This design comes from an exercise in tuning for small area and a short achievable clock period on the open sky130 flow, not from production work. Function was not checked in any run shown here: the RTL went through the layout flow alone. Power is estimated from default activity; no workload was simulated.

==> design/flow/design.v <==
`default_nettype none
module pong_sprite_renderer #(
    parameter int          N_SPRITES = 8,
    parameter int          IDX_W     = 3,
    parameter int          COORD_W   = 16,
    parameter logic [11:0] BG_COLOR  = 12'h111,
    parameter int          LATENCY   = 2
) (
    input  logic               clk,
    input  logic               rst,
    input  logic [COORD_W-1:0] h_cnt,
    input  logic [COORD_W-1:0] v_cnt,
    input  logic               pix_valid,
    input  logic [1:0]         sync_in,
    input  logic               frame_start,
    input  logic               wr_en,
    input  logic [IDX_W-1:0]   wr_idx,
    input  logic [COORD_W-1:0] wr_px,
    input  logic [COORD_W-1:0] wr_py,
    input  logic [COORD_W-1:0] wr_hw,
    input  logic [COORD_W-1:0] wr_hh,
    input  logic [11:0]        wr_color,
    input  logic               wr_enable,
    input  logic               cfg_commit,
    output logic               commit_pending,
    output logic [11:0]        rgb_out,
    output logic               rgb_valid,
    output logic [1:0]         sync_out
);
    localparam int CW = COORD_W;
    logic r_commit_pending;
    logic w_commit_now;
    logic w_wr_ok;
    assign w_commit_now = frame_start && (r_commit_pending || cfg_commit);
    assign w_wr_ok      = wr_en && ({1'b0, wr_idx} < (IDX_W+1)'(N_SPRITES));
    logic [CW:0]   w_dlo_h, w_dhi_h, w_dlo_v, w_dhi_v;
    logic [CW-1:0] w_lo_h, w_hi_h, w_lo_v, w_hi_v;
    logic          w_en;
    assign w_dlo_h = {1'b0, wr_px} - {1'b0, wr_hw};
    assign w_dhi_h = {1'b0, wr_px} + {1'b0, wr_hw} - 1'b1;
    assign w_dlo_v = {1'b0, wr_py} - {1'b0, wr_hh};
    assign w_dhi_v = {1'b0, wr_py} + {1'b0, wr_hh} - 1'b1;
    assign w_lo_h  = w_dlo_h[CW] ? {CW{1'b0}} : w_dlo_h[CW-1:0] + 1'b1;
    assign w_lo_v  = w_dlo_v[CW] ? {CW{1'b0}} : w_dlo_v[CW-1:0] + 1'b1;
    assign w_hi_h  = w_dhi_h[CW] ? {CW{1'b1}} : w_dhi_h[CW-1:0];
    assign w_hi_v  = w_dhi_v[CW] ? {CW{1'b1}} : w_dhi_v[CW-1:0];
    assign w_en    = wr_enable && (wr_hw != '0) && (wr_hh != '0);
    logic [CW-1:0] r_sh_lo_h [N_SPRITES];
    logic [CW-1:0] r_sh_hi_h [N_SPRITES];
    logic [CW-1:0] r_sh_lo_v [N_SPRITES];
    logic [CW-1:0] r_sh_hi_v [N_SPRITES];
    logic [11:0]   r_sh_color[N_SPRITES];
    logic          r_sh_en   [N_SPRITES];
    logic [CW-1:0] r_act_lo_h [N_SPRITES];
    logic [CW-1:0] r_act_hi_h [N_SPRITES];
    logic [CW-1:0] r_act_lo_v [N_SPRITES];
    logic [CW-1:0] r_act_hi_v [N_SPRITES];
    logic [11:0]   r_act_color[N_SPRITES];
    logic          r_act_en   [N_SPRITES];
    always_ff @(posedge clk or negedge rst) begin
        if (!rst) begin
            r_commit_pending <= 1'b0;
        end else if (w_commit_now) begin
            r_commit_pending <= 1'b0;
        end else if (cfg_commit) begin
            r_commit_pending <= 1'b1;
        end
    end
    logic [CW-1:0] r_h, r_v;
    logic          r_vld0, r_vld1;
    logic [1:0]    r_sync0, r_sync1;
    always_ff @(posedge clk or negedge rst) begin
        if (!rst) begin
            r_vld0  <= 1'b0;
            r_vld1  <= 1'b0;
            r_sync0 <= 2'b00;
            r_sync1 <= 2'b00;
        end else begin
            r_vld0  <= pix_valid;
            r_vld1  <= r_vld0;
            r_sync0 <= sync_in;
            r_sync1 <= r_sync0;
        end
    end
    always_ff @(posedge clk) begin
        r_h <= h_cnt;
        r_v <= v_cnt;
    end
    logic [N_SPRITES-1:0] w_hit;
    generate
        for (genvar gi = 0; gi < N_SPRITES; gi++) begin : g_sprite
            logic w_sel;
            assign w_sel = w_wr_ok && (wr_idx == IDX_W'(gi));
            always_ff @(posedge clk or negedge rst) begin
                if (!rst) begin
                    r_sh_en[gi]  <= 1'b0;
                    r_act_en[gi] <= 1'b0;
                end else begin
                    if (w_sel)        r_sh_en[gi]  <= w_en;
                    if (w_commit_now) r_act_en[gi] <= r_sh_en[gi];
                end
            end
            always_ff @(posedge clk) begin
                if (w_sel) begin
                    r_sh_lo_h[gi]  <= w_lo_h;
                    r_sh_hi_h[gi]  <= w_hi_h;
                    r_sh_lo_v[gi]  <= w_lo_v;
                    r_sh_hi_v[gi]  <= w_hi_v;
                    r_sh_color[gi] <= wr_color;
                end
                if (w_commit_now) begin
                    r_act_lo_h[gi]  <= r_sh_lo_h[gi];
                    r_act_hi_h[gi]  <= r_sh_hi_h[gi];
                    r_act_lo_v[gi]  <= r_sh_lo_v[gi];
                    r_act_hi_v[gi]  <= r_sh_hi_v[gi];
                    r_act_color[gi] <= r_sh_color[gi];
                end
            end
            logic w_ge_h, w_le_h, w_ge_v, w_le_v;
            always_comb begin
                w_ge_h = 1'b1;
                w_le_h = 1'b1;
                w_ge_v = 1'b1;
                w_le_v = 1'b1;
                for (int b = 0; b < CW; b++) begin
                    w_ge_h = (r_h[b] & ~r_act_lo_h[gi][b]) | ((r_h[b] | ~r_act_lo_h[gi][b]) & w_ge_h);
                    w_le_h = (r_act_hi_h[gi][b] & ~r_h[b]) | ((r_act_hi_h[gi][b] | ~r_h[b]) & w_le_h);
                    w_ge_v = (r_v[b] & ~r_act_lo_v[gi][b]) | ((r_v[b] | ~r_act_lo_v[gi][b]) & w_ge_v);
                    w_le_v = (r_act_hi_v[gi][b] & ~r_v[b]) | ((r_act_hi_v[gi][b] | ~r_v[b]) & w_le_v);
                end
            end
            assign w_hit[gi] = r_act_en[gi] && w_ge_h && w_le_h && w_ge_v && w_le_v;
        end
    endgenerate
    logic [11:0] w_c01, w_c23, w_c45, w_c67, w_c03, w_c47, w_color;
    logic        w_h01, w_h23, w_h45, w_h03;
    logic [11:0] r_rgb;
    assign w_h01   = w_hit[0] | w_hit[1];
    assign w_h23   = w_hit[2] | w_hit[3];
    assign w_h45   = w_hit[4] | w_hit[5];
    assign w_h03   = w_h01 | w_h23;
    assign w_c01   = w_hit[0] ? r_act_color[0] : r_act_color[1];
    assign w_c23   = w_hit[2] ? r_act_color[2] : r_act_color[3];
    assign w_c45   = w_hit[4] ? r_act_color[4] : r_act_color[5];
    assign w_c67   = w_hit[6] ? r_act_color[6] : (w_hit[7] ? r_act_color[7] : BG_COLOR);
    assign w_c03   = w_h01 ? w_c01 : w_c23;
    assign w_c47   = w_h45 ? w_c45 : w_c67;
    assign w_color = w_h03 ? w_c03 : w_c47;
    always_ff @(posedge clk or negedge rst) begin
        if (!rst) begin
            r_rgb <= 12'h000;
        end else begin
            r_rgb <= r_vld0 ? w_color : 12'h000;
        end
    end
    assign commit_pending = r_commit_pending;
    assign rgb_out        = r_rgb;
    assign rgb_valid      = r_vld1;
    assign sync_out       = r_sync1;
endmodule
`default_nettype wire
==> design/flow/run.sh <==
#!/bin/bash
# synth_recipe.tcl (not shown) runs the flow's synth.tcl, then flattens the netlist and writes it again
# the make line also repeats each setting of config.mk as NAME=value (left out here)
make -C /OpenROAD-flow-scripts/flow DESIGN_CONFIG=/design/flow/config.mk WORK_HOME=/design/flow/orfs CLKGATE_MAP_FILE= SYNTH_SCRIPT=/design/flow/synth_recipe.tcl finish
==> design/flow/config.mk <==
export PLATFORM = sky130hd
export DESIGN_NAME = pong_sprite_renderer
export DESIGN_NICKNAME = pong_sprite_renderer
export VERILOG_FILES = /design/flow/design.v
export SDC_FILE = /design/flow/constraint.sdc
export NUM_CORES = 4
export LEC_CHECK = 0
export CAP_MARGIN = 20
export CORE_MARGIN = 2
export CORE_UTILIZATION = 40
export SLEW_MARGIN = 20
==> design/flow/constraint.sdc <==
create_clock -name core_clock -period 6.5 [get_ports {clk}]
set_input_delay 1.3000 -clock core_clock [delete_from_list [all_inputs] [get_ports {clk}]]
set_output_delay 1.3000 -clock core_clock [all_outputs]
set_load 0.01 [all_outputs]
==> out/metrics.yaml, run 1 <==
power_and_ir_drop:
  vdd_drop_max_v: 0.000310
  leakage_nw: 20.3
  cellPowerDensity_mw_per_mm2: 317
drt:
  drcViolationCount: 0
  dr.pass1.iters: 6
  via_per_inst: 5.39
  vias: 29600
  drt-wirelength-per-cell_um: 23.4
  drt-total-wl_mm: 128
  drt_iter0_markers: 2466
  ant_nets: 0
synth:
  ys_seq_elements: 1283
  synth_edf_count: 1216
  ys_async_sr_fraction_pct: 2.73
  ys_warn_count: 13
  synthCells: 3368
  yosys.cell_types.count: 96
  synth_top_cell_by_area: "edfxtp_1"
  syn_avg_cell_area_um2: 15.4
  yosys_most_used_dff: "edfxtp_1"
  ys_top_cells_by_area: "edfxtp_1 (70%), maj3_1 (2.7%), ha_1 (2.3%)"
  seq_area_frac_synth_pct: 73.4
  synth_top_area_share_pct: 70.5
  netlist_area_mm2: 0.0518
  syn-num-nets: 3588
timing:
  whs_ns: 0.357
  relSlewSlack_pct: 23.5
  post-route-min-period_ns: 5.35
  finalSetupViolations: 0
  slew_violations: 0
  rsz0062_at_grt: "no"
  finalHoldViolCount: 0
  clock_skew_ns: 0.0235
  max_freq_mhz: 187
  fin_crit_sh_pct: 82.3
  tightest_slew_ns: 1.15
final_layout:
  final_util_pct: 46.5
  final_design_area_no_fill_mm2: 0.0600
  synthToLayoutAreaGrowth_pct: 15.8
  final_nets: 3850
  n_antenna_cell: 0
  drive_gt1_share_pct: 9.87
floorplan:
  rows: 132
  die_area_mm2: 0.132
  fp.dieH_um: 364
  ios: 136
  core_area_mm2: 0.129
  start_util_pct: 40.2
  die_x_um: 364
placed_design:
  dp.final_hpwl_mm: 84.6
  dpl_cell_area_mm2: 0.0557
  io_buffer_count: 135
  gp_congestion: 0.841
worst_setup_path:
  arrival_ns: 5.76
  worstPathCellList: "clkdlybuf4s50_1 -> inv_1 -> ha_1 -> inv_1 -> ha_1 -> inv_1 -> fa_1 -> nor2b_1 -> o21ai_0 -> a21boi_0 -> o21ai_0 -> a21boi_0 -> o21ai_0 -> a21o_1 -> a31oi_1 -> nor4_1 -> or4_1"
  reg2reg_slack_ns: 1.32
  cp_max_fo: 8
  worstSetupEndpointType: "flop"
  startpoint: "wr_py[1]"
  reg2reg_to: "r_rgb[2]$_DFF_PN0_"
  cp_slowest_cell: "or4_1"
  required_ns: 6.91
  rr_startpoint: "r_v[9]$_DFF_P_"
  cpPeakStageDelay_ns: 0.70
  critPathLaunchType: "input port"
  critPathKind: "input port to flop"
  cp-endpoint: "r_sh_hi_v[7][15]$_DFFE_PP_"
  reg2regPathDepth: 9
job:
  maxCapViolCount: 0
global_route:
  grt_overflow: 0
  grt_pass1_vias: 29800
  antenna_found_initial: 0
  grt_max_degree: 186
  grt_util_all_layers_pct: 19.4
  grt_pass1_wl_mm: 189
clock_network:
  clock_tree.root_cell: "clkbuf_16"
  numCtsBuffers: 139
  cts_tree: "built"
  clk_path_buf_depth: 3
  cts.sinks: 1283
  cts-resized-gates: 0
  htreeDepth: 4
  clock_latency_ns: 0.77
  cts_hold_buf: 0
  postCtsSetupBuffers: 0
  path_clk_slew_ns: 0.06
status:
  status: "timing/DRC/antenna clean"
hold_path:
  hold_path_class: "flop to flop"
  hp-start: "r_sync0[1]$_DFF_PN0_"
-- cells in the mapped netlist, types with 15 or more instances --
cell type and instances:
edfxtp_1 1216, inv_1 251, nor2_1 143, maj3_1 138, a21oi_1 120, nand2b_1 119
nor2b_1 109, nand2_1 99, ha_1 96, o21ai_0 91, o22ai_1 60, nor3_1 59
clkbuf_1 45, xnor2_1 43, a211oi_1 38, nand4_1 37, dfrtp_1 35, buf_2 32
dfxtp_1 32, nor4_1 29, mux2_2 28, nand3_1 28, a222oi_1 26, o221ai_1 26
o211ai_1 24, a31oi_1 22, o21bai_1 19, a21o_1 17, a22oi_1 17, o21a_1 16
o31ai_1 16, a221oi_1 15, maj3_2 15, xor2_1 15
-- per-stage QoR --
| stage | TNS, ns | power (mW) | cells | worst slack (ns) |
|---|---|---|---|---|
| 2_1_floorplan | -2843.44 | 11.0 | 3368 | -4.68 |
| 3_3_place_gp | 0 | 11.7 | 5231 | 0.378 |
| 6_report | 0 | 19.0 | 5479 | 1.15 |
| 4_1_cts | 0 | 19.2 | 5479 | 1.23 |
| 5_1_grt | 0 | 19.7 | 5479 | 0.842 |
| 3_5_place_dp | 0 | 11.7 | 5231 | 0.445 |
-- placed cells by master (no fill, tap or decap), drive strengths merged, types with 19 or more instances in the layout --
| cell type | count |
|---|---|
| nand3 | 28 |
| nand2 | 99 |
| inv | 268 |
| nor2 | 143 |
| buf | 88 |
| clkbuf | 179 |
| o21bai | 19 |
| nor4 | 29 |
| a21oi | 121 |
| nor3 | 59 |
| a211oi | 39 |
| o221ai | 26 |
| clkdlybuf4s50 | 134 |
| ha | 96 |
| mux2 | 28 |
| clkinv | 58 |
| maj3 | 153 |
| a222oi | 26 |
| dfrtp | 35 |
| xnor2 | 43 |
| nor2b | 109 |
| a31oi | 22 |
| nand2b | 119 |
| nand4 | 37 |
| o21ai | 98 |
| dfxtp | 32 |
| o211ai | 24 |
| edfxtp | 1216 |
| o22ai | 60 |
-- registers in the layout, summed over array words and instances (netlist names), 128 cells and up --
register and flops:
r_act_lo_v 128, r_sh_lo_h 128, r_sh_hi_h 128, r_act_lo_h 128, r_sh_lo_v 128, r_act_hi_h 128
r_act_hi_v 128, r_sh_hi_v 128
-- per-layer routing --
layer  routed length (um)  vias to the layer above  track usage (%)
li1                     -                    13500                -
met1                54000                    14900             25.0
met2                63500                      965             33.2
met3                 6600                      216             2.77
met4                 4380                        0             7.39
met5                    0                        -                0
-- kinds of logic after synthesis --
kind of cell | share of synthesized area (%)
AND/OR/NAND/NOR | 7.39
adder cells (fa/ha/maj) | 5.47
buffers and inverters | 2.84
AO/OA/AOI/OAI | 9.21
multiplexers | 0.609
XOR/XNOR | 1.07
flip-flops | 73.4
-- power breakdown --
part | leakage (nW) | internal, mW | total [mW] | switching [mW]
combinational | 6.33 | 0.573 | 1.73 | 1.16
clock | 2.10 | 4.27 | 7.48 | 3.21
sequential | 11.9 | 9.64 | 9.80 | 0.163
total | 20.3 | 14.5 | 19.0 | 4.54
-- how the worst min path moves through the flow --
stage	endpoint	cells after the start
after global placement	r_sync1[1]$_DFF_PN0_	0
after global routing	r_sync1[1]$_DFF_PN0_	0
final	r_sync1[1]$_DFF_PN0_	0
after floorplan	r_sync1[0]$_DFF_PN0_	0
after CTS	r_sync1[1]$_DFF_PN0_	0
after detailed placement	r_sync1[1]$_DFF_PN0_	0
-- final cells by class --
class / count / area, um^2
Clock inverter: 69 / 608
Clock buffer: 179 / 3710
Multi-Input combinational cell: 1717 / 12400
Tap cell: 1742 / 2180
Sequential cell: 1283 / 38000
Inverter: 267 / 1010
Timing Repair Buffer: 222 / 2090
Fill cell: 11100 / 69000
-- worst max-delay path, delay by kind of cell --
kind                       cells  cell delay [ns]
adders and majority gates      3             0.85
AOI/OAI and AO/OA              7             1.81
buffers and inverters          4             0.70
and+or+nand+nor                3             1.07
==> inputs of run 2 (changes only) <==
--- a/design/flow/config.mk
+++ b/design/flow/config.mk
@@ -7,5 +7,6 @@
 export LEC_CHECK = 0
 export CAP_MARGIN = 20
 export CORE_MARGIN = 2
-export CORE_UTILIZATION = 40
+export CORE_UTILIZATION = 60
+export SETUP_SLACK_MARGIN = 3.7
 export SLEW_MARGIN = 20
==> run 2 against run 1 <==
Still clean on timing, DRC and antenna. Fmax up 34%. Synthesized area unchanged. First-iteration DRC count up 43%. Critical endpoint is now r_sh_lo_h[4][14]$_DFFE_PP_. Highest routed layer unchanged.
==> out/metrics.yaml, run 2 <==
power_and_ir_drop:
  cellPowerDensity_mw_per_mm2: 305  # -3.8%
  p_int_mw: 15.0  # +3.8%
  sw_frac_of_total_pct: 23.9  # about the same
  leakage_nw: 22.4  # +10%
  vdd_drop_max_v: 0.000337  # +8.5%
  clkPwrFrac_pct: 37.4  # -1.9 points
  switchingPower_mw: 4.71  # +3.8%
  seq_power_share_pct: 49.7  # -1.8 points
  power.total_mw: 19.7  # +3.8%
  p_comb_share_pct: 12.9  # +3.8 points
synth:
  synth_edf_count: 1216  # unchanged
  synth-adder-area-share_pct: 5.47  # unchanged
  synth_common_cells: "edfxtp_1 (1,216), inv_1 (251), nor2_1 (143)"
  yosys_most_used_dff: "edfxtp_1"
  synth_top_area_share_pct: 70.5  # unchanged
  synth_top_family_by_area: "compound AO/OA/AOI/OAI gates"
  syn-num-nets: 3588  # unchanged
  synth-xor-area-share_pct: 1.07  # unchanged
  yosys.cell_types.count: 96  # unchanged
  synth_compound_area_share_pct: 9.21  # unchanged
  ys_async_sr_fraction_pct: 2.73  # unchanged
  yosysMostFrequentCell: "edfxtp_1"
  ys_seq_elements: 1283  # unchanged
  synth-simple-area-share_pct: 7.39  # unchanged
  ys_top_cells_by_area: "edfxtp_1 (70%), maj3_1 (2.7%), ha_1 (2.3%)"
  seq_area_frac_synth_pct: 73.4  # unchanged
  syn_avg_cell_area_um2: 15.4  # unchanged
  synthCells: 3368  # unchanged
  synth_top_cell_by_area: "edfxtp_1"
  ys_warn_count: 13  # unchanged
  netlist_area_mm2: 0.0518  # unchanged
  synthMuxAreaShare_pct: 0.609  # unchanged
hold_path:
  hold_path_class: "flop to flop"
final_layout:
  final_nets: 4143  # +7.6%
  seq_area_mm2: 0.0381  # +0.16%
  synthToLayoutAreaGrowth_pct: 24.9
  final_design_area_no_fill_mm2: 0.0647  # +7.8%
  n_antenna_cell: 0  # unchanged
  drive_gt1_share_pct: 26.1  # +16 points
  multi_input_area_mm2: 0.0148  # +19%
  layout_common_cells: "edfxtp_1 (1,216), buf_4 (232), inv_1 (182)"
  layout_commonest_cell: "edfxtp_1"
  nFillCells: 5025  # -55%
clock_network:
  clock_tree.root_cell: "clkbuf_16"
  path_clk_slew_ns: 0.06  # about the same
  cts_tree: "built"
  cts.sinks: 1283  # unchanged
  clock_latency_ns: 0.74  # -0.03 ns
  numCtsBuffers: 132  # -5.0%
  clk_path_buf_depth: 3  # unchanged
  cts_hold_buf: 0  # unchanged
  htreeDepth: 4  # unchanged
global_route:
  grt_util_all_layers_pct: 31.3  # +12 points
  antenna_found_initial: 2  # +2
  grt_pass1_wl_mm: 204  # +7.7%
  grt_overflow: 0  # unchanged
  grt_pass1_vias: 32700  # +9.9%
  grt_max_degree: 170  # -8.6%
timing:
  post-route-min-period_ns: 3.99  # -1.36 ns
  finalSetupViolations: 0  # unchanged
  worst_slack_ns: 2.51  # +1.36 ns
  rsz0062_at_grt: "yes"
  clock_skew_ns: 0.0277  # +0.00421 ns
  finalHoldViolCount: 0  # unchanged
  tightest_slew_ns: 1.09  # -0.0578 ns
  whs_ns: 0.354  # -0.00364 ns
  relSlewSlack_pct: 27.3  # +3.9 points
  tns_ns: 0  # unchanged
  slew_violations: 0  # unchanged
  max_freq_mhz: 250  # +34%
  fin_crit_sh_pct: 61.5  # -21 points
drt:
  drt-wirelength-per-cell_um: 27.1  # +15%
  dr.pass1.iters: 7  # +1
  drt_iter0_markers: 3528  # +43%
  vias: 32100  # +8.6%
  drt-total-wl_mm: 140  # +9.0%
  ant_nets: 0  # unchanged
  drcViolationCount: 0  # unchanged
  via_per_inst: 6.21  # +15%
floorplan:
  die_area_mm2: 0.0887  # -33%
  die_x_um: 298  # -18%
  fp.dieH_um: 298  # -18%
  core_area_mm2: 0.0854  # -34%
  start_util_pct: 60.6  # +20 points
  ios: 136  # unchanged
  rows: 107  # -19%
status:
  status: "timing/DRC/antenna clean"
worst_setup_path:
  arrival_ns: 4.45  # -1.31 ns
  required_ns: 6.96  # +0.05 ns
  critPathLaunchType: "input port"
  worstSetupEndpointType: "flop"
  critPathKind: "input port to flop"
  cp_max_fo: 8  # unchanged
placed_design:
  dpl_cell_area_mm2: 0.0549  # -1.5%
  pre_cts_ws_ns: 0.505  # +0.0598 ns
  gp_congestion: 0.925  # +10%
  dp.final_hpwl_mm: 85.3  # +0.80%
  io_buffer_count: 135  # unchanged
job:
  maxCapViolCount: 0  # unchanged
==> run 2: cell counts after synthesis <==
Identical to the previous run, type by type.
==> run 2: final timing paths <==
kind | from | endpoint | slack (ns) | cells after the start
max in group asynchronous | rst | r_act_en[5]$_DFFE_PN0P_ | 5.17 | 1
min in group asynchronous | rst | r_vld0$_DFF_PN0_ | 0.69 | 1
max reg2reg | r_h[7]$_DFF_P_ | r_rgb[8]$_DFF_PN0_ | 2.73 | 12
min | r_sync0[1]$_DFF_PN0_ | r_sync1[1]$_DFF_PN0_ | 0.35 | 0
max | wr_px[0] | r_sh_lo_h[4][14]$_DFFE_PP_ | 2.51 | 17
min reg2reg | r_sync0[1]$_DFF_PN0_ | r_sync1[1]$_DFF_PN0_ | 0.35 | 0
==> run 2: routing by layer <==
| layer | global-route usage, % | wire length [um] |
|---|---|---|
| met1 | 39.1 | 52600 |
| met2 | 54.3 | 71200 |
| met3 | 4.64 | 9520 |
| met4 | 14.3 | 6720 |
| met5 | 0 | 0 |
==> run 2: cells by family after synthesis <==
group / count (synthesis)
adder cells (fa/ha/maj): 253
XOR/XNOR: 60
multiplexers: 28
AO/OA/AOI/OAI: 667
flip-flops: 1283
buffers and inverters: 368
AND/OR/NAND/NOR: 709
==> run 2: area by class of cell <==
cell class	count	share of cell area, %
Sequential cell	1283	58.9
Multi-Input combinational cell	1721	22.8
Timing Repair Buffer	515	7.77
Clock buffer	177	5.69
Tap cell	1144	2.21
Inverter	267	1.73
Clock inverter	59	0.882
Timing Repair inverter	3	0.0271
==> run 2: metrics by stage <==
step | utilization [%] | instances
floorplan | - | 3368
global placement | 64.2 | 4616
detailed placement | 64.2 | 4617
CTS | 74.8 | 5126
global route | 75.8 | 5169
finish | 75.8 | 5169
==> run 2: worst max-delay path: stages <==
cell and delay, ns:
buf_8 0.10, inv_4 0.05, ha_4 0.12, inv_2 0.04, fa_2 0.34, nor2b_4 0.14
o21a_1 0.18, o21ai_2 0.18, buf_6 0.14, a211oi_4 0.05, or4b_4 0.59, buf_4 0.16
a21oi_2 0.17, nor2_1 0.09, nor4_4 0.36, xor2_2 0.32, nor2_4 0.12
==> run 2: power groups by stage <==
stage	Combinational (mW)	Sequential, mW	Clock [mW]
3_3_place_gp	1.67	9.95	0
4_1_cts	2.33	9.80	7.46
6_report	2.55	9.80	7.38
5_1_grt	2.69	9.83	7.77
2_1_floorplan	1.04	9.98	0
3_5_place_dp	1.71	9.97	0
==> run 2: what timing repair did <==
action	CTS	global route
cloned	9	1
gates resized for setup	737	106
buffers inserted	264	42
endpoints found under the setup margin	1293	676
pin swaps	196	98
==> inputs of run 3 (changes only) <==
--- a/design/flow/config.mk
+++ b/design/flow/config.mk
@@ -8,5 +8,7 @@
 export CAP_MARGIN = 20
 export CORE_MARGIN = 2
 export CORE_UTILIZATION = 60
+export CTS_BUF_LIST = sky130_fd_sc_hd__clkbuf_8 sky130_fd_sc_hd__clkbuf_4
+export CTS_CLUSTER_SIZE = 20
 export SETUP_SLACK_MARGIN = 3.7
 export SLEW_MARGIN = 20
==> run 3 against run 2 <==
Still clean. Sequential power is essentially flat. Flip-flop and latch count is the same. Register-to-register slack gained 0.10 ns. Fmax grew 5.8%. Clock power shrank about 10%. Critical endpoint is now r_sh_lo_h[6][13]$_DFFE_PP_. Largest cell class unchanged. Largest power group unchanged. Highest routed layer is now met5.
==> out/metrics.yaml, run 3 <==
status:
  status: "timing/DRC/antenna clean"
power_and_ir_drop:
  leakage_nw: 22.7  # +1.2%
  cellPowerDensity_mw_per_mm2: 292  # -4.2%
  power.total_mw: 19.0  # -3.7%
  vdd_drop_max_v: 0.000259  # -23%
clock_network:
  cts_hold_buf: 0  # unchanged
  cts_tree: "built"
  path_clk_slew_ns: 0.06  # about the same
  numCtsBuffers: 194  # +47%
  clk_path_buf_depth: 3  # unchanged
  cts.sinks: 1283  # unchanged
  clock_latency_ns: 0.87  # +0.13 ns
  clock_tree.root_cell: "clkbuf_8"
  htreeDepth: 4  # unchanged
worst_setup_path:
  cpPeakStageDelay_ns: 0.61  # +0.02 ns
  rr_startpoint: "r_v[11]$_DFF_P_"
  required_ns: 7.08  # +0.12 ns
  cp_slowest_cell: "or4b_4"
  critPathLaunchType: "input port"
  reg2regPathDepth: 14  # +2
  crit_family: "simple AND/OR/NAND/NOR gates"
  arrival_ns: 4.35  # -0.10 ns
  critPathBufInv: 7  # +2
  reg2reg_slack_ns: 2.83  # +0.10 ns
  worstPathCellList: "buf_8 -> inv_4 -> ha_4 -> inv_2 -> fa_2 -> nor2b_4 -> o21a_1 -> o21ai_2 -> buf_6 -> a211oi_4 -> or4b_4 -> and3_4 -> buf_4 -> o22ai_2 -> buf_4 -> o21a_1 -> nor3_4 -> buf_8"
  critPathKind: "input port to flop"
  worstSetupEndpointType: "flop"
  reg2reg_to: "r_rgb[9]$_DFF_PN0_"
  cp_max_fo: 8  # unchanged
global_route:
  grt_pass1_wl_mm: 203  # -0.69%
  grt_overflow: 0  # unchanged
  grt_pass1_vias: 33000  # +0.72%
  antenna_found_initial: 4  # +2
  grt_util_all_layers_pct: 31.0  # -0.28 points
  grt_max_degree: 170  # unchanged
synth:
  synth_common_cells: "edfxtp_1 (1,216), inv_1 (251), nor2_1 (143)"
  syn_avg_cell_area_um2: 15.4  # unchanged
  ys_seq_elements: 1283  # unchanged
  ys_async_sr_fraction_pct: 2.73  # unchanged
  synth_top_area_share_pct: 70.5  # unchanged
  ys_top_cells_by_area: "edfxtp_1 (70%), maj3_1 (2.7%), ha_1 (2.3%)"
  netlist_area_mm2: 0.0518  # unchanged
  seq_area_frac_synth_pct: 73.4  # unchanged
  syn-num-nets: 3588  # unchanged
  synth_top_cell_by_area: "edfxtp_1"
  yosysMostFrequentCell: "edfxtp_1"
  ys_warn_count: 13  # unchanged
  synth_edf_count: 1216  # unchanged
  yosys.cell_types.count: 96  # unchanged
  yosys_most_used_dff: "edfxtp_1"
  synthCells: 3368  # unchanged
floorplan:
  ios: 136  # unchanged
  rows: 107  # unchanged
  die_x_um: 298  # unchanged
  die_area_mm2: 0.0887  # unchanged
  fp.dieH_um: 298  # unchanged
  core_area_mm2: 0.0854  # unchanged
  start_util_pct: 60.6  # unchanged
drt:
  via_per_inst: 6.08  # -2.0%
  drt-wirelength-per-cell_um: 26.4  # -2.5%
  vias: 32400  # +1.1%
  ant_nets: 0  # unchanged
  dr.pass1.iters: 7  # unchanged
  drcViolationCount: 0  # unchanged
  drt_iter0_markers: 3585  # +1.6%
  drt-total-wl_mm: 141  # +0.65%
timing:
  rsz0062_at_grt: "yes"
  max_freq_mhz: 265  # +5.8%
  relSlewSlack_pct: 30.8  # +3.4 points
  tightest_slew_ns: 1.04  # -0.0516 ns
  finalSetupViolations: 0  # unchanged
  slew_violations: 0  # unchanged
  clock_skew_ns: 0.0507  # +0.0229 ns
  post-route-min-period_ns: 3.78  # -0.219 ns
  fin_crit_sh_pct: 58.1  # -3.4 points
  finalHoldViolCount: 0  # unchanged
final_layout:
  layout_commonest_cell: "edfxtp_1"
  synthToLayoutAreaGrowth_pct: 25.5
  final_nets: 4242  # +2.4%
  nFillCells: 5046  # +0.42%
  final_util_pct: 76.1  # +0.35 points
  drive_gt1_share_pct: 30.4  # +4.3 points
  layout_common_cells: "edfxtp_1 (1,216), buf_4 (262), clkbuf_8 (211)"
job:
  maxCapViolCount: 0  # unchanged
hold_path:
  whs_endpoint: "r_sync1[1]$_DFF_PN0_"
  hold-path-cell-count: 0  # unchanged
  hp-start: "r_sync0[1]$_DFF_PN0_"
  hold_path_class: "flop to flop"
placed_design:
  dp.final_hpwl_mm: 85.3  # unchanged
  io_buffer_count: 135  # unchanged
  gp_congestion: 0.925  # unchanged
[run 3: cell type report]
| cell class | count | area, um^2 | share of cell area [%] |
|---|---|---|---|
| well taps | 1144 | 1430 | 2.20 |
| multi-input cells | 1719 | 15000 | 23.0 |
| clock buffers | 287 | 3470 | 5.35 |
| clock inverters | 74 | 477 | 0.733 |
| inverters | 267 | 1130 | 1.73 |
| flip-flops and latches | 1283 | 38100 | 58.6 |
| repair inverters | 3 | 17.5 | 0.0269 |
| diodes | 2 | 5.00 | 0.00770 |
| repair buffers | 554 | 5390 | 8.29 |
[run 3: per-layer routing]
metal | track usage [%] | wire [um] | vias to the layer above
met1 | 38.1 | 52800 | 16300
met2 | 54.1 | 72300 | 1451
li1 | - | - | 14300
met3 | 5.00 | 9180 | 340
met5 | 0 | 13 | -
met4 | 14.5 | 6640 | 2
[run 3: cells by family (layout without fill, tap and decap cells)]
group,after synthesis,count (layout),share of synthesized area [%]
other,0,2,0
adders and majority gates,253,253,5.47
and+or+nand+nor,709,711,7.39
AOI/OAI and AO/OA,667,667,9.21
xor gates and xnor gates,60,60,1.07
buffers and inverters,368,1185,2.84
muxes,28,28,0.609
DFF,1283,1283,73.4
[run 3: per-stage QoR]
step / setup TNS, ns / instances / instance area (um^2) / setup slack (ns) / hold slack, ns
6_report: 0 / 5333 / 65000 / 2.72 / 0.355
5_1_grt: 0 / 5333 / 65000 / 2.67 / 0.369
4_1_cts: 0 / 5236 / 63500 / 2.75 / 0.359
3_5_place_dp: 0 / 4617 / 54900 / 0.505 / 0.352
3_3_place_gp: 0 / 4616 / 54800 / 0.575 / 0.342
2_1_floorplan: -2843.44 / 3368 / 51900 / -4.68 / 0.331
[run 3: what timing repair did]
item | 4_1_cts | 5_1_grt
gates resized for setup | 783 | 179
gates cloned | 8 | 3
pin swaps | 193 | 144
endpoints found under the setup margin | 939 | 525
buffers inserted | 250 | 92
[run 3: how the worst max path moves through the flow]
stage	startpoint	endpoint	slack [ns]	cells past startpoint
finish	wr_px[0]	r_sh_lo_h[6][13]$_DFFE_PP_	2.72	18
global route	wr_px[0]	r_sh_lo_h[6][13]$_DFFE_PP_	2.67	18
global placement	wr_py[1]	r_sh_hi_v[2][15]$_DFFE_PP_	0.58	17
CTS	wr_px[0]	r_sh_lo_h[7][14]$_DFFE_PP_	2.75	16
floorplan	cfg_commit	r_act_color[0][0]$_DFFE_PP_	-4.68	2
detailed placement	wr_py[1]	r_sh_hi_v[1][15]$_DFFE_PP_	0.50	17
[run 3: power breakdown]
group | leakage (nW) | internal, mW | switching [mW]
combinational | 8.71 | 1.07 | 1.51
clock | 2.09 | 3.56 | 3.05
sequential | 11.9 | 9.63 | 0.170
total | 22.7 | 14.3 | 4.74

[separate check: timing with driven ports]
The results above use ideal ports. As a check the final layouts listed here were re-extracted and re-timed, cells and wires unchanged. Step 1 assumes that a clkbuf_16 drives the clock port and a buf_2 every other input. Step 2 adds t to the input delays and takes it off the output delays; t is the mean of the earliest and latest rising clock arrival at the registers after step 1. Input paths then give back, and output paths get back, about the clock's delay inside the block. Three values: ideal, step 1, step 2; two values: the first two.
| run | t (ns) | slack for setup (ns) | worst slew at a driven data input, ns | pins driven straight from the clock port |
|---|---|---|---|---|
| run 1 | 0.819 | 1.150 / 1.196 / 0.377 | 0.10 | 1 |
| run 2 | 0.796 | 2.505 / 2.535 / 1.739 | 0.06 | 1 |
| run 3 | 0.912 | 2.724 / 2.747 / 1.834 | 0.07 | 1 |
After both steps setup and hold are still met in every run listed. For run 3, which loses most, drivers alone change the setup slack by +0.023 ns; drivers and shift together by -0.890 ns.
